Context: an optimization exercise on an open-source flow, tuned for small area, a short achievable clock period and few clock cycles per item. The choices shown serve that exercise and are no tape-out recipe.
Function was checked by simulation only, so behaviour that the tests miss may differ from the original.
Power figures rest on the tool's default switching activity, not on a simulated workload.

Setup of run A:
Design lru_key_value_cache_unit, start of the top module:
module lru_key_value_cache_unit (
  input  logic                            clk,
  input  logic                            rst,
  input  logic                            req_valid,
  output logic                            req_ready,
  input  logic                            req_op,
  input  logic [lkvc_pkg::LOOKUP_KEY_W-1:0] req_lookup_key,
  input  logic [lkvc_pkg::VALUE_W-1:0]    req_store_value,
  output logic                            rsp_valid,
  input  logic                            rsp_ready,
  output logic                            rsp_found,
  output logic [lkvc_pkg::VALUE_W-1:0]    rsp_read_value,
  input  logic                            psel,
  input  logic                            penable,
  input  logic                            pwrite,
  input  logic [lkvc_pkg::PADDR_W-1:0]    paddr,
  input  logic [lkvc_pkg::PDATA_W-1:0]    pwdata,
  output logic [lkvc_pkg::PDATA_W-1:0]    prdata,
  output logic                            pready
);
Size: roughly 2100 cells after synthesis, about 860 flip-flops, roughly 160 I/O pins, about 34000 um^2 of cells after synthesis.
export LEC_CHECK = 0
export CAP_MARGIN = 20
export CORE_MARGIN = 2
export CORE_UTILIZATION = 45
export CTS_BUF_LIST = sky130_fd_sc_hd__clkbuf_8
export CTS_CLUSTER_SIZE = 24
export PLACE_DENSITY = 0.6
export SETUP_SLACK_MARGIN = 3.1
export SLEW_MARGIN = 20
create_clock -name core_clock -period 6.0 [get_ports {clk}]
run.sh (not shown) runs the stock make flow with config.mk's settings and CLKGATE_MAP_FILE= SYNTH_SCRIPT=/design/flow/synth_recipe.tcl, a recipe that flattens the netlist after the stock synthesis.
Testbench counts of run A, summed over its fixed seeds: cycles 9,616, items 9,600.
### run A -> run B
# run A
export LEC_CHECK = 0
export CAP_MARGIN = 20
export CORE_MARGIN = 2
export CORE_UTILIZATION = 45
export CTS_BUF_LIST = sky130_fd_sc_hd__clkbuf_8
export CTS_CLUSTER_SIZE = 24
export PLACE_DENSITY = 0.6
export SETUP_SLACK_MARGIN = 3.1
export SLEW_MARGIN = 20
create_clock -name core_clock -period 6.0 [get_ports {clk}]
# run B
export LEC_CHECK = 0
export CAP_MARGIN = 20
export CORE_MARGIN = 2
export CORE_UTILIZATION = 45
export PLACE_DENSITY = 0.6
export SETUP_SLACK_MARGIN = 3.1
export SLEW_MARGIN = 20
create_clock -name core_clock -period 6.0 [get_ports {clk}]
==> comparison <==
- Summary of run B over run A: buffer count excluding the clock tree in the final layout now larger, post-placement cell count did not really move.
- Compared with run A, run B is hungrier on power.
- [compare] base=run A new=run B: area of combinational cells with multiple inputs stayed essentially flat, sequential group share of total power fell 3.0 points, internal power contribution grew by about 8%, via count normalized by instance count went up 0.85%, routed wire length now smaller.
- Going from run A to run B, clock power share increased by 3.2 points relative to the old numbers; combinational cell fraction of total power comparable.
Edits applied to the flow inputs when going from run B to run C:
# run B
export LEC_CHECK = 0
export CAP_MARGIN = 20
export CORE_MARGIN = 2
export CORE_UTILIZATION = 45
export PLACE_DENSITY = 0.6
export SETUP_SLACK_MARGIN = 3.1
export SLEW_MARGIN = 20
create_clock -name core_clock -period 6.0 [get_ports {clk}]
# run C
export LEC_CHECK = 0
export CAP_MARGIN = 20
export CORE_MARGIN = 2
export CORE_UTILIZATION = 45
export CTS_BUF_LIST = sky130_fd_sc_hd__clkbuf_8
export CTS_CLUSTER_DIAMETER = 50
export CTS_CLUSTER_SIZE = 16
export PLACE_DENSITY = 0.6
export SETUP_SLACK_MARGIN = 3.1
export SLEW_MARGIN = 20
create_clock -name core_clock -period 6.0 [get_ports {clk}]
### Flow results
- Re transition time at the pin with the least slew margin: run C is 74 ps up on run B.
- Compared with run B, in run C detail-routed via count per cell essentially unchanged, worst-case vdd ir drop went down by 38%, multi-input combinational cell count essentially unchanged, worst hold slack across all endpoints shows no meaningful change.
- Compared with run B, run C degrades internal reg-to-reg setup slack.
- Number of violations reported at the end of detailed-routing iteration 0 (run C over run B): decrease, 191
- Run C against run B: critical path depth roughly the same; overall power consumption fell about 9%; number of clock buffers in the layout moved down; total length of routed wires lost about 0.8%.
- Run C | status: complete | timing, DRC, antenna: pass

-- re-timing with driven ports --
No port has a modelled driver above. Below, the same layouts with a new extraction and two added sets of constraints. Step 1 (the two cells are an assumption about what drives the block):
set clk [get_ports {clk}]
set_driving_cell -lib_cell sky130_fd_sc_hd__clkbuf_16 $clk
set_driving_cell -lib_cell sky130_fd_sc_hd__buf_2 [delete_from_list [all_inputs] $clk]
Step 2 moves the port delays by t, midway between the first and last clock arrival at a register: inputs arrive t later, outputs are due t later. That takes back most of the time a late clock gives input paths. Slacks: no drivers / after step 1 / after step 2; pairs: no drivers / after step 1.
run | shift t [ns] | slack for setup (ns) | worst setup path at the end
run A | 0.845 | 2.838 / 2.781 / 2.143 | input to register
run B | 0.703 | 2.879 / 2.812 / 2.441 | input to register
run C | 0.750 | 2.834 / 2.778 / 2.324 | input to register
After both steps setup and hold are still met in every run listed. For run A, which loses most, drivers alone change the setup slack by -0.057 ns; drivers and shift together by -0.695 ns.
